This is an optimization exercise on Yosys and OpenROAD, whose aim is small area, a short achievable clock period and few clock cycles per item, not a production implementation. RTL that was checked went through simulation tests only; none was proved equivalent to the original. No activity file was given, so power comes from the tool's default toggle rates.

==> 02-14: inputs <==
==> flow/design.v (excerpt) <==
module merge_ram_top #(
  parameter int NUM_BLK_W = merge_pkg::NUM_BLK_W,
  parameter int KEY_W     = merge_pkg::KEY_W,
  parameter int PAY_W     = merge_pkg::PAY_W,
  parameter int BASE_W    = merge_pkg::BASE_W,
  parameter int FIFO_AW   = merge_pkg::FIFO_AW
) (
  input  logic                    clk,
  input  logic                    rst,
  input  logic                    in_valid_i,
  input  logic                    in_last_i,
  input  logic [BASE_W-1:0]       in_base_i,
  input  logic [KEY_W-1:0]        in_key_i,
  input  logic [PAY_W-1:0]        in_pay_i,
  output logic                    in_ready_o,
  output logic                    out_valid_o,
  output logic [BASE_W+KEY_W-1:0] out_time_o,
  output logic [NUM_BLK_W-1:0]    out_blk_o,
  output logic [PAY_W-1:0]        out_pay_o,
  output logic                    out_last_o,
  input  logic                    out_ready_i
);
  localparam int NB = 2**NUM_BLK_W;
  localparam int DW = 1 + KEY_W + PAY_W;   
  localparam int CW = FIFO_AW;             
  logic [NB-1:0]           wen;
  logic [NB-1:0]           push;
  logic [NB*CW-1:0]        occ;
  logic [NB-1:0]           f15;
  logic [NB-1:0]           f16;
  logic [NB-1:0]           pop;
  logic [NB-1:0]           hv;
  logic [NB*DW-1:0]        heads;
  logic [NB*NUM_BLK_W-1:0] bmap;
  logic [BASE_W-1:0]       base;
  logic                    frame_end;
  logic                    sel_valid;
  logic                    sel_ready;
  logic [KEY_W-1:0]        sel_key;
  logic [NUM_BLK_W-1:0]    sel_blk;
  logic [PAY_W-1:0]        sel_pay;
  logic                    sel_last;
  blk_writer #(.NUM_BLK_W(NUM_BLK_W), .BASE_W(BASE_W), .CW(CW)) u_writer (
    .clk, .rst, .in_valid_i, .in_last_i, .in_base_i, .occ_i(occ), .f15_i(f15), .f16_i(f16),
    .frame_end_i(frame_end), .in_ready_o, .wen_o(wen), .push_o(push), .base_o(base),
    .bmap_o(bmap)
  );
  for (genvar g = 0; g < NB; g++) begin : g_fifo
    blk_fifo #(.DEPTH(2**FIFO_AW - 1), .W(DW), .AW(FIFO_AW), .CW(CW)) u_fifo (
      .clk, .rst, .wen_i(wen[g]), .push_i(push[g]), .din_i({in_last_i, in_key_i, in_pay_i}),
  ...
clock: 9.0 ns
lec_check: 0
cap_margin: 20
core_margin: 2
core_utilization: 40
setup_slack_margin: 5
slew_margin: 20
run.sh (not shown) runs the stock make flow with config.mk's settings and CLKGATE_MAP_FILE= SYNTH_SCRIPT=/design/flow/synth_recipe.tcl, a recipe that flattens the netlist after the stock synthesis.
==> inputs of 03-02, as changes to 02-14 <==
--- a/flow/design.v
+++ b/flow/design.v
@@ -35,63 +35,49 @@
   logic [NUM_BLK_W-1:0] cur;        
   logic [NB-1:0]        used;       
   logic                 first_q;    
   logic                 rdy_q;
   logic [PW-1:0]        bwp;        
   logic [PW-1:0]        brp;        
   logic [PW:0]          nfr;        
-  logic [NFR-1:0][BASE_W-1:0]            bq;
-  logic [NFR-1:0][NB-1:0][NUM_BLK_W-1:0] bmap;
+  logic [BASE_W-1:0]    bq [NFR];
+  logic [NUM_BLK_W-1:0] bmap [NFR][NB];
   logic                 xfer;
   logic                 xlast;
   logic                 fend;       
   logic [NB-1:0]        avail;
   logic [NUM_BLK_W-1:0] pick;
-  logic [NB-1:0]        pick_oh;
   logic [NUM_BLK_W-1:0] cur_n;
   logic                 first_n;
   logic [PW:0]          nfr_n;
   logic                 full_n;
   logic [CW-1:0]        occ_a [NB];
   assign in_ready_o = rdy_q;
   assign xfer       = in_valid_i && rdy_q;
   assign xlast      = xfer && in_last_i;
   assign fend       = xlast && (&blk);
   for (genvar g = 0; g < NB; g++) begin : g_w
     assign occ_a[g]  = occ_i[g*CW +: CW];
     assign wen_o[g]  = rdy_q && (cur == NUM_BLK_W'(g));
     assign push_o[g] = xfer && (cur == NUM_BLK_W'(g));
-    always_comb begin
-      bmap_o[g*NUM_BLK_W +: NUM_BLK_W] = '0;
-      for (int k = 0; k < NFR; k++)
-        if (brp == PW'(k))
-          bmap_o[g*NUM_BLK_W +: NUM_BLK_W] = bmap[k][g];
-    end
+    assign bmap_o[g*NUM_BLK_W +: NUM_BLK_W] = bmap[brp][g];
   end
   assign avail = (&blk) ? '1 : ~used;
   always_comb begin
     logic found;
     found = 1'b0;
     pick  = '0;
     for (int i = 0; i < NB; i++) begin
       if (avail[i] && (!found || occ_a[i] < occ_a[pick])) begin
         found = 1'b1;
         pick  = NUM_BLK_W'(i);
       end
     end
   end
-  for (genvar g = 0; g < NB; g++) begin : g_oh
-    assign pick_oh[g] = (pick == NUM_BLK_W'(g));
-  end
-  always_comb begin
-    base_o = '0;
-    for (int k = 0; k < NFR; k++)
-      if (brp == PW'(k))
-        base_o = bq[k];
-  end
+  assign base_o = bq[brp];
   assign cur_n   = xlast ? pick : cur;
   assign first_n = xfer ? fend : first_q;
   assign nfr_n   = nfr + (PW+1)'(xfer && first_q);
   assign full_n  = f16_i[cur_n] || (f15_i[cur_n] && push_o[cur_n]);
   always_ff @(posedge clk or posedge rst) begin
     if (rst) begin
       blk     <= '0;
@@ -101,37 +87,31 @@
       rdy_q   <= 1'b1;
       bwp     <= '0;
       brp     <= '0;
       nfr     <= '0;
     end else begin
       if (xlast) begin
         blk  <= blk + 1'b1;
-        used <= ((&blk) ? '0 : used) | pick_oh;
+        used <= ((&blk) ? '0 : used) | (NB'(1) << pick);
       end
       cur     <= cur_n;
       first_q <= first_n;
       rdy_q   <= !full_n && !(first_n && (nfr_n >= (PW+1)'(NFR)));
       if (fend)
         bwp <= (bwp == PW'(NFR-1)) ? '0 : bwp + 1'b1;
       if (frame_end_i)
         brp <= (brp == PW'(NFR-1)) ? '0 : brp + 1'b1;
       nfr <= nfr + (PW+1)'(xfer && first_q) - (PW+1)'(frame_end_i);
     end
   end
-  for (genvar k = 0; k < NFR; k++) begin : g_slot
-    always_ff @(posedge clk) begin
-      if (rdy_q && first_q && bwp == PW'(k))
-        bq[k] <= in_base_i;
-    end
-    for (genvar g = 0; g < NB; g++) begin : g_map
-      always_ff @(posedge clk) begin
-        if (rdy_q && bwp == PW'(k) && cur == NUM_BLK_W'(g))
-          bmap[k][g] <= blk;
-      end
-    end
+  always_ff @(posedge clk) begin
+    if (rdy_q && first_q)
+      bq[bwp] <= in_base_i;
+    if (rdy_q)
+      bmap[bwp][cur] <= blk;
   end
 endmodule
 `timescale 1ns/1ps
 module blk_fifo #(
   parameter int DEPTH = 2**merge_pkg::FIFO_AW - 1,
   parameter int W     = 1 + merge_pkg::KEY_W + merge_pkg::PAY_W,
   parameter int AW    = merge_pkg::FIFO_AW,   
@@ -145,40 +125,32 @@
   input  logic          pop_i,    
   output logic [W-1:0]  head_o,
   output logic          hv_o,     
   output logic [CW-1:0] occ_o,    
   output logic          f15_o,    
   output logic          f16_o     
 );
-  logic [DEPTH-1:0][W-1:0] mem;
+  logic [W-1:0]  mem [DEPTH];
   logic [AW-1:0] wp;
   logic [AW-1:0] rp;
   logic          nonempty;
   logic          hen;
   logic          rd;
-  logic [W-1:0]  rdata;
   assign nonempty = (occ_o != '0);
   assign f15_o    = (occ_o == CW'(DEPTH-1));
   assign f16_o    = (occ_o == CW'(DEPTH));
   assign hen      = !hv_o || pop_i;
   assign rd       = hen && nonempty;
-  for (genvar i = 0; i < DEPTH; i++) begin : g_mem
-    always_ff @(posedge clk) begin
-      if (wen_i && wp == AW'(i))
-        mem[i] <= din_i;
-    end
-  end
-  always_comb begin
-    rdata = '0;
-    for (int i = 0; i < DEPTH; i++)
-      rdata = rdata | (mem[i] & {W{rp == AW'(i)}});
+  always_ff @(posedge clk) begin
+    if (wen_i)
+      mem[wp] <= din_i;
   end
   always_ff @(posedge clk) begin
     if (hen)
-      head_o <= rdata;
+      head_o <= mem[rp];
   end
   always_ff @(posedge clk or posedge rst) begin
     if (rst) begin
       wp    <= '0;
       rp    <= '0;
       occ_o <= '0;
       hv_o  <= 1'b0;
@@ -249,18 +221,15 @@
   end
   always_comb begin
     sel_key_o  = '0;
     sel_blk_o  = '0;
     sel_pay_o  = '0;
     sel_last_o = 1'b0;
     for (int i = 0; i < NB; i++) begin
-      endf[i] = lst_a[i];
-      for (int j = 0; j < NB; j++)
-        if (j != i)
-          endf[i] = endf[i] && done_q[j];
+      endf[i] = lst_a[i] && ((done_q | (NB'(1) << i)) == '1);
       if (win[i]) begin
         sel_key_o  = sel_key_o | key_a[i];
         sel_blk_o  = sel_blk_o | blk_a[i];
         sel_pay_o  = sel_pay_o | pay_a[i];
         sel_last_o = sel_last_o | endf[i];
       end
     end
==> flow/flow/run.sh (new file) <==
#!/bin/bash
set -euo pipefail
MARGIN=${MARGIN:-6.5}
bash standard.sh SETUP_SLACK_MARGIN=$MARGIN "BUFFER_PORTS_ARGS=-buffer_cell sky130_fd_sc_hd__buf_2" finish > make.log 2>&1
==> flow/standard.sh (new file) <==
#!/bin/bash
# synth_recipe.tcl (not shown) runs the flow's synth.tcl, then flattens the netlist and writes it again
# the make line also repeats each setting of config.mk as NAME=value (left out here)
make -C /OpenROAD-flow-scripts/flow DESIGN_CONFIG=/design/flow/config.mk WORK_HOME=/design/flow/orfs CLKGATE_MAP_FILE= SYNTH_SCRIPT=/design/flow/synth_recipe.tcl "${@:-finish}"
Settings changed: SETUP_SLACK_MARGIN 5 to not set.
removed: flow/run.sh
==> inputs of 03-16, as changes to 02-14 <==
--- a/flow/design.v
+++ b/flow/design.v
@@ -40,17 +40,24 @@
   logic [PW-1:0]        brp;        
   logic [PW:0]          nfr;        
   logic [NFR-1:0][BASE_W-1:0]            bq;
   logic [NFR-1:0][NB-1:0][NUM_BLK_W-1:0] bmap;
   logic                 xfer;
   logic                 xlast;
   logic                 fend;       
-  logic [NB-1:0]        avail;
-  logic [NUM_BLK_W-1:0] pick;
+  logic [NUM_BLK_W-1:0] pick_q;     
   logic [NB-1:0]        pick_oh;
+  logic [NB-1:0]        avail_a;
+  logic [NB-1:0]        avail_b;
+  logic [NUM_BLK_W-1:0] pick_a;
+  logic [NB-1:0]        best_a;
+  logic [NB-1:0]        best_b;
+  logic [NB-1:0][NB-1:0] le;
+  logic                 fe_q;       
+  logic [NUM_BLK_W-1:0] pick_b;
   logic [NUM_BLK_W-1:0] cur_n;
   logic                 first_n;
   logic [PW:0]          nfr_n;
   logic                 full_n;
   logic [CW-1:0]        occ_a [NB];
   assign in_ready_o = rdy_q;
   assign xfer       = in_valid_i && rdy_q;
@@ -63,62 +70,90 @@
     always_comb begin
       bmap_o[g*NUM_BLK_W +: NUM_BLK_W] = '0;
       for (int k = 0; k < NFR; k++)
         if (brp == PW'(k))
           bmap_o[g*NUM_BLK_W +: NUM_BLK_W] = bmap[k][g];
     end
   end
-  assign avail = (&blk) ? '1 : ~used;
+  assign avail_a = (&blk) ? '1 : ~used;
+  assign avail_b = (blk == NUM_BLK_W'(NB-2)) ? '1 : ~(((&blk) ? '0 : used) | pick_oh);
   always_comb begin
-    logic found;
-    found = 1'b0;
-    pick  = '0;
+    le = '0;
+    for (int i = 0; i < NB; i++)
+      for (int j = i + 1; j < NB; j++) begin
+        le[i][j] = 1'b1;
+        for (int k = 0; k < CW; k++)
+          le[i][j] = (!occ_a[i][k] && occ_a[j][k]) || (!(occ_a[i][k] ^ occ_a[j][k]) && le[i][j]);
+      end
+  end
+  always_comb begin
+    pick_a = '0;
+    pick_b = '0;
     for (int i = 0; i < NB; i++) begin
-      if (avail[i] && (!found || occ_a[i] < occ_a[pick])) begin
-        found = 1'b1;
-        pick  = NUM_BLK_W'(i);
+      best_a[i] = avail_a[i];
+      best_b[i] = avail_b[i];
+      for (int j = 0; j < NB; j++) begin
+        if (j > i) begin
+          best_a[i] = best_a[i] && (!avail_a[j] || le[i][j]);
+          best_b[i] = best_b[i] && (!avail_b[j] || le[i][j]);
+        end else if (j < i) begin
+          best_a[i] = best_a[i] && (!avail_a[j] || !le[j][i]);
+          best_b[i] = best_b[i] && (!avail_b[j] || !le[j][i]);
+        end
       end
+      if (best_a[i])
+        pick_a = pick_a | NUM_BLK_W'(i);
+      if (best_b[i])
+        pick_b = pick_b | NUM_BLK_W'(i);
     end
   end
   for (genvar g = 0; g < NB; g++) begin : g_oh
-    assign pick_oh[g] = (pick == NUM_BLK_W'(g));
+    assign pick_oh[g] = (pick_q == NUM_BLK_W'(g));
   end
   always_comb begin
     base_o = '0;
     for (int k = 0; k < NFR; k++)
       if (brp == PW'(k))
         base_o = bq[k];
   end
-  assign cur_n   = xlast ? pick : cur;
+  assign cur_n   = xlast ? pick_q : cur;
   assign first_n = xfer ? fend : first_q;
   assign nfr_n   = nfr + (PW+1)'(xfer && first_q);
-  assign full_n  = f16_i[cur_n] || (f15_i[cur_n] && push_o[cur_n]);
+  assign full_n  = xlast ? f16_i[pick_q] : (f16_i[cur] || (f15_i[cur] && xfer));
   always_ff @(posedge clk or posedge rst) begin
     if (rst) begin
       blk     <= '0;
       cur     <= '0;
-      used    <= 4'b0001;
+      pick_q  <= NUM_BLK_W'(1);
+      used    <= NB'(1);
       first_q <= 1'b1;
       rdy_q   <= 1'b1;
       bwp     <= '0;
       brp     <= '0;
       nfr     <= '0;
+      fe_q    <= 1'b0;
     end else begin
       if (xlast) begin
         blk  <= blk + 1'b1;
         used <= ((&blk) ? '0 : used) | pick_oh;
       end
       cur     <= cur_n;
+      pick_q  <= xlast ? pick_b : pick_a;
       first_q <= first_n;
       rdy_q   <= !full_n && !(first_n && (nfr_n >= (PW+1)'(NFR)));
       if (fend)
         bwp <= (bwp == PW'(NFR-1)) ? '0 : bwp + 1'b1;
       if (frame_end_i)
         brp <= (brp == PW'(NFR-1)) ? '0 : brp + 1'b1;
-      nfr <= nfr + (PW+1)'(xfer && first_q) - (PW+1)'(frame_end_i);
+      fe_q <= frame_end_i;
+      case ({xfer && first_q, fe_q})
+        2'b10:   nfr <= nfr + 1'b1;
+        2'b01:   nfr <= nfr - 1'b1;
+        default: nfr <= nfr;
+      endcase
     end
   end
   for (genvar k = 0; k < NFR; k++) begin : g_slot
     always_ff @(posedge clk) begin
       if (rdy_q && first_q && bwp == PW'(k))
         bq[k] <= in_base_i;
     end
@@ -140,30 +175,37 @@
   input  logic          clk,
   input  logic          rst,
   input  logic          wen_i,    
   input  logic          push_i,   
   input  logic [W-1:0]  din_i,
   input  logic          pop_i,    
   output logic [W-1:0]  head_o,
+  output logic [W-1:0]  next_o,   
+  output logic          hen_o,    
   output logic          hv_o,     
   output logic [CW-1:0] occ_o,    
   output logic          f15_o,    
   output logic          f16_o     
 );
   logic [DEPTH-1:0][W-1:0] mem;
   logic [AW-1:0] wp;
   logic [AW-1:0] rp;
+  logic          ww;         
+  logic          rw;
   logic          nonempty;
   logic          hen;
   logic          rd;
   logic [W-1:0]  rdata;
+  assign occ_o    = wp - rp - CW'(ww != rw);
   assign nonempty = (occ_o != '0);
   assign f15_o    = (occ_o == CW'(DEPTH-1));
   assign f16_o    = (occ_o == CW'(DEPTH));
   assign hen      = !hv_o || pop_i;
+  assign hen_o    = hen;
+  assign next_o   = rdata;
   assign rd       = hen && nonempty;
   for (genvar i = 0; i < DEPTH; i++) begin : g_mem
     always_ff @(posedge clk) begin
       if (wen_i && wp == AW'(i))
         mem[i] <= din_i;
     end
   end
@@ -176,39 +218,44 @@
     if (hen)
       head_o <= rdata;
   end
   always_ff @(posedge clk or posedge rst) begin
     if (rst) begin
       wp    <= '0;
       rp    <= '0;
-      occ_o <= '0;
+      ww    <= 1'b0;
+      rw    <= 1'b0;
       hv_o  <= 1'b0;
     end else begin
-      if (push_i)
+      if (push_i) begin
         wp <= (wp == AW'(DEPTH-1)) ? '0 : wp + 1'b1;
-      if (rd)
+        if (wp == AW'(DEPTH-1))
+          ww <= !ww;
+      end
+      if (rd) begin
         rp <= (rp == AW'(DEPTH-1)) ? '0 : rp + 1'b1;
-      if (push_i && !rd)
-        occ_o <= occ_o + 1'b1;
-      else if (rd && !push_i)
-        occ_o <= occ_o - 1'b1;
+        if (rp == AW'(DEPTH-1))
+          rw <= !rw;
+      end
       if (hen)
         hv_o <= nonempty;
     end
   end
 endmodule
 `timescale 1ns/1ps
 module merge_select #(
   parameter int NUM_BLK_W = merge_pkg::NUM_BLK_W,
   parameter int KEY_W     = merge_pkg::KEY_W,
   parameter int PAY_W     = merge_pkg::PAY_W
 ) (
   input  logic                                    clk,
   input  logic                                    rst,
   input  logic [2**NUM_BLK_W*(1+KEY_W+PAY_W)-1:0] head_i,   
+  input  logic [2**NUM_BLK_W*(1+KEY_W+PAY_W)-1:0] next_i,   
+  input  logic [2**NUM_BLK_W-1:0]                 hen_i,    
   input  logic [2**NUM_BLK_W-1:0]                 hv_i,
   input  logic [2**NUM_BLK_W*NUM_BLK_W-1:0]       bmap_i,   
   input  logic                                    sel_ready_i,
   output logic [2**NUM_BLK_W-1:0]                 pop_o,
   output logic                                    sel_valid_o,
   output logic [KEY_W-1:0]                        sel_key_o,
   output logic [NUM_BLK_W-1:0]                    sel_blk_o,
@@ -217,37 +264,85 @@
   output logic                                    frame_end_o
 );
   localparam int NB = 2**NUM_BLK_W;
   localparam int DW = 1 + KEY_W + PAY_W;
   logic [NB-1:0]        done_q;
   logic [NB-1:0]        elig;
   logic [NB-1:0]        win;
+  logic [NB-1:0][NB-1:0] prec;
   logic [KEY_W-1:0]     key_a [NB];
+  logic [KEY_W-1:0]     nkey_a [NB];
+  logic [NB-1:0][NB-1:0] klt_q;    
+  logic [NB-1:0][NB-1:0] keq_q;    
+  logic [NB-1:0][NB-1:0] klt_n;
+  logic [NB-1:0][NB-1:0] keq_n;
   logic [PAY_W-1:0]     pay_a [NB];
   logic [NUM_BLK_W-1:0] blk_a [NB];
   logic [NB-1:0]        lst_a;
   logic [NB-1:0]        endf;    
   logic                 go;
   always_comb begin
     for (int i = 0; i < NB; i++) begin
       lst_a[i] = head_i[i*DW+KEY_W+PAY_W];
       key_a[i] = head_i[i*DW+PAY_W +: KEY_W];
+      nkey_a[i] = next_i[i*DW+PAY_W +: KEY_W];
       pay_a[i] = head_i[i*DW +: PAY_W];
       blk_a[i] = bmap_i[i*NUM_BLK_W +: NUM_BLK_W];
     end
   end
   assign elig = hv_i & ~done_q;
   assign go   = &(hv_i | done_q);
   always_comb begin
+    logic [KEY_W-1:0] a [3];
+    logic [KEY_W-1:0] b [3];
+    logic [2:0]       lt, eq;
+    klt_n = klt_q;
+    keq_n = keq_q;
+    for (int i = 0; i < NB; i++)
+      for (int j = i + 1; j < NB; j++) begin
+        a[0] = nkey_a[i];
+        b[0] = key_a[j];
+        a[1] = key_a[i];
+        b[1] = nkey_a[j];
+        a[2] = nkey_a[i];
+        b[2] = nkey_a[j];
+        for (int c = 0; c < 3; c++) begin
+          lt[c] = 1'b0;
+          eq[c] = 1'b1;
+          for (int k = 0; k < KEY_W; k++) begin
+            lt[c] = (!a[c][k] && b[c][k]) || (!(a[c][k] ^ b[c][k]) && lt[c]);
+            eq[c] = eq[c] && !(a[c][k] ^ b[c][k]);
+          end
+        end
+        case ({hen_i[i], hen_i[j]})
+          2'b10: begin klt_n[i][j] = lt[0]; keq_n[i][j] = eq[0]; end
+          2'b01: begin klt_n[i][j] = lt[1]; keq_n[i][j] = eq[1]; end
+          2'b11: begin klt_n[i][j] = lt[2]; keq_n[i][j] = eq[2]; end
+          default: ;
+        endcase
+      end
+  end
+  always_ff @(posedge clk) begin
+    klt_q <= klt_n;
+    keq_q <= keq_n;
+  end
+  always_comb begin
+    prec = '0;
+    for (int i = 0; i < NB; i++)
+      for (int j = i + 1; j < NB; j++)
+        prec[i][j] = klt_q[i][j] || (keq_q[i][j] && blk_a[i] < blk_a[j]);
+  end
+  always_comb begin
     for (int i = 0; i < NB; i++) begin
       win[i] = elig[i];
       for (int j = 0; j < NB; j++) begin
-        if (j != i)
-          win[i] = win[i] && !(elig[j] && (key_a[j] < key_a[i] ||
-                                           (key_a[j] == key_a[i] && blk_a[j] < blk_a[i])));
+        if (j > i)
+          win[i] = win[i] && (!elig[j] || prec[i][j]);
+        else if (j < i)
+          win[i] = win[i] && (!elig[j] || !prec[j][i]);
       end
     end
   end
   always_comb begin
     sel_key_o  = '0;
     sel_blk_o  = '0;
     sel_pay_o  = '0;
@@ -350,14 +445,16 @@
   logic [NB-1:0]           push;
   logic [NB*CW-1:0]        occ;
   logic [NB-1:0]           f15;
   logic [NB-1:0]           f16;
   logic [NB-1:0]           pop;
   logic [NB-1:0]           hv;
   logic [NB*DW-1:0]        heads;
+  logic [NB*DW-1:0]        nexts;
+  logic [NB-1:0]           hen;
   logic [NB*NUM_BLK_W-1:0] bmap;
   logic [BASE_W-1:0]       base;
   logic                    frame_end;
   logic                    sel_valid;
   logic                    sel_ready;
   logic [KEY_W-1:0]        sel_key;
   logic [NUM_BLK_W-1:0]    sel_blk;
@@ -367,20 +464,20 @@
     .clk, .rst, .in_valid_i, .in_last_i, .in_base_i, .occ_i(occ), .f15_i(f15), .f16_i(f16),
     .frame_end_i(frame_end), .in_ready_o, .wen_o(wen), .push_o(push), .base_o(base),
     .bmap_o(bmap)
   );
   for (genvar g = 0; g < NB; g++) begin : g_fifo
     blk_fifo #(.DEPTH(2**FIFO_AW - 1), .W(DW), .AW(FIFO_AW), .CW(CW)) u_fifo (
       .clk, .rst, .wen_i(wen[g]), .push_i(push[g]), .din_i({in_last_i, in_key_i, in_pay_i}),
-      .pop_i(pop[g]), .head_o(heads[g*DW +: DW]), .hv_o(hv[g]), .occ_o(occ[g*CW +: CW]),
+      .pop_i(pop[g]), .head_o(heads[g*DW +: DW]), .next_o(nexts[g*DW +: DW]), .hen_o(hen[g]), .hv_o(hv[g]), .occ_o(occ[g*CW +: CW]),
       .f15_o(f15[g]), .f16_o(f16[g])
     );
   end
   merge_select #(.NUM_BLK_W(NUM_BLK_W), .KEY_W(KEY_W), .PAY_W(PAY_W)) u_sel (
-    .clk, .rst, .head_i(heads), .hv_i(hv), .bmap_i(bmap), .sel_ready_i(sel_ready), .pop_o(pop),
+    .clk, .rst, .head_i(heads), .next_i(nexts), .hen_i(hen), .hv_i(hv), .bmap_i(bmap), .sel_ready_i(sel_ready), .pop_o(pop),
     .sel_valid_o(sel_valid), .sel_key_o(sel_key), .sel_blk_o(sel_blk), .sel_pay_o(sel_pay),
     .sel_last_o(sel_last), .frame_end_o(frame_end)
   );
   out_stage #(.NUM_BLK_W(NUM_BLK_W), .KEY_W(KEY_W), .PAY_W(PAY_W), .BASE_W(BASE_W)) u_out (
     .clk, .rst, .base_i(base), .sel_valid_i(sel_valid), .sel_key_i(sel_key),
     .sel_blk_i(sel_blk), .sel_pay_i(sel_pay), .sel_last_i(sel_last), .out_ready_i,
     .sel_ready_o(sel_ready), .out_valid_o, .out_time_o, .out_blk_o, .out_pay_o, .out_last_o
==> flow/flow/run.sh (new file) <==
#!/bin/bash
set -euo pipefail
bash standard.sh "BUFFER_PORTS_ARGS=-buffer_cell sky130_fd_sc_hd__buf_2" SETUP_SLACK_MARGIN=5.4 finish > make.log 2>&1
==> flow/standard.sh (new file) <==
#!/bin/bash
# synth_recipe.tcl (not shown) runs the flow's synth.tcl, then flattens the netlist and writes it again
# the make line also repeats each setting of config.mk as NAME=value (left out here)
make -C /OpenROAD-flow-scripts/flow DESIGN_CONFIG=/design/flow/config.mk WORK_HOME=/design/flow/orfs CLKGATE_MAP_FILE= SYNTH_SCRIPT=/design/flow/synth_recipe.tcl "${@:-finish}"
Settings changed: CORE_UTILIZATION 40 to 60, CTS_BUF_LIST set to sky130_fd_sc_hd__clkbuf_8, CTS_CLUSTER_DIAMETER set to 50, CTS_CLUSTER_SIZE set to 20, SETUP_SLACK_MARGIN 5 to not set.
removed: flow/run.sh
==> notes <==
Total power: 03-02 is higher than 02-14 (about 2.8%).
02-14 passed the timing, DRC and antenna checks. 03-02 completed without violations. 03-16 completed with no timing, DRC or antenna violations.
The highest register-to-register slack belongs to 03-16, the lowest to 02-14.
Wire length: 03-16 > 02-14 > 03-02.
Of 02-14 and 03-16, 03-16 has the higher synthesized cell count (gap about 8%, measured against 03-16).
Area after synthesis: 03-16 > 03-02 > 02-14.
Testbench counts of 02-14, summed over its fixed seeds: cycles 7,328, items 6,596.
The RTL of 03-02 and 03-16 was laid out without a check of its function.

[afterwards: timing with drivers on the ports]
The results above use ideal ports. As a check the final layouts listed here were re-extracted and re-timed, cells and wires unchanged.
Step 1, drivers: a clkbuf_16 drives clk and a buf_2 each remaining input, both assumed.
Step 2, shift: input delay + t, output delay - t, t = (earliest + latest rising clock arrival at the registers) / 2. This alone moves slack from input paths to output paths.
Three values: ideal ports, drivers, drivers and shift; two values: the first two.
run	t (ns)	setup WS [ns]	worst setup path at the end	slew at the worst register clock pin (ns)
02-14	0.851	4.627 / 4.627 / 4.518	input to register	0.07 / 0.07
03-02	0.873	4.655 / 4.655 / 4.655	register to register	0.07 / 0.07
03-16	0.930	5.450 / 5.412 / 4.768	input to register	0.12 / 0.12
After both steps setup and hold are still met in every run listed. The setup slack of 03-16, which loses most, moves by -0.038 ns with the drivers and by -0.682 ns with both steps.
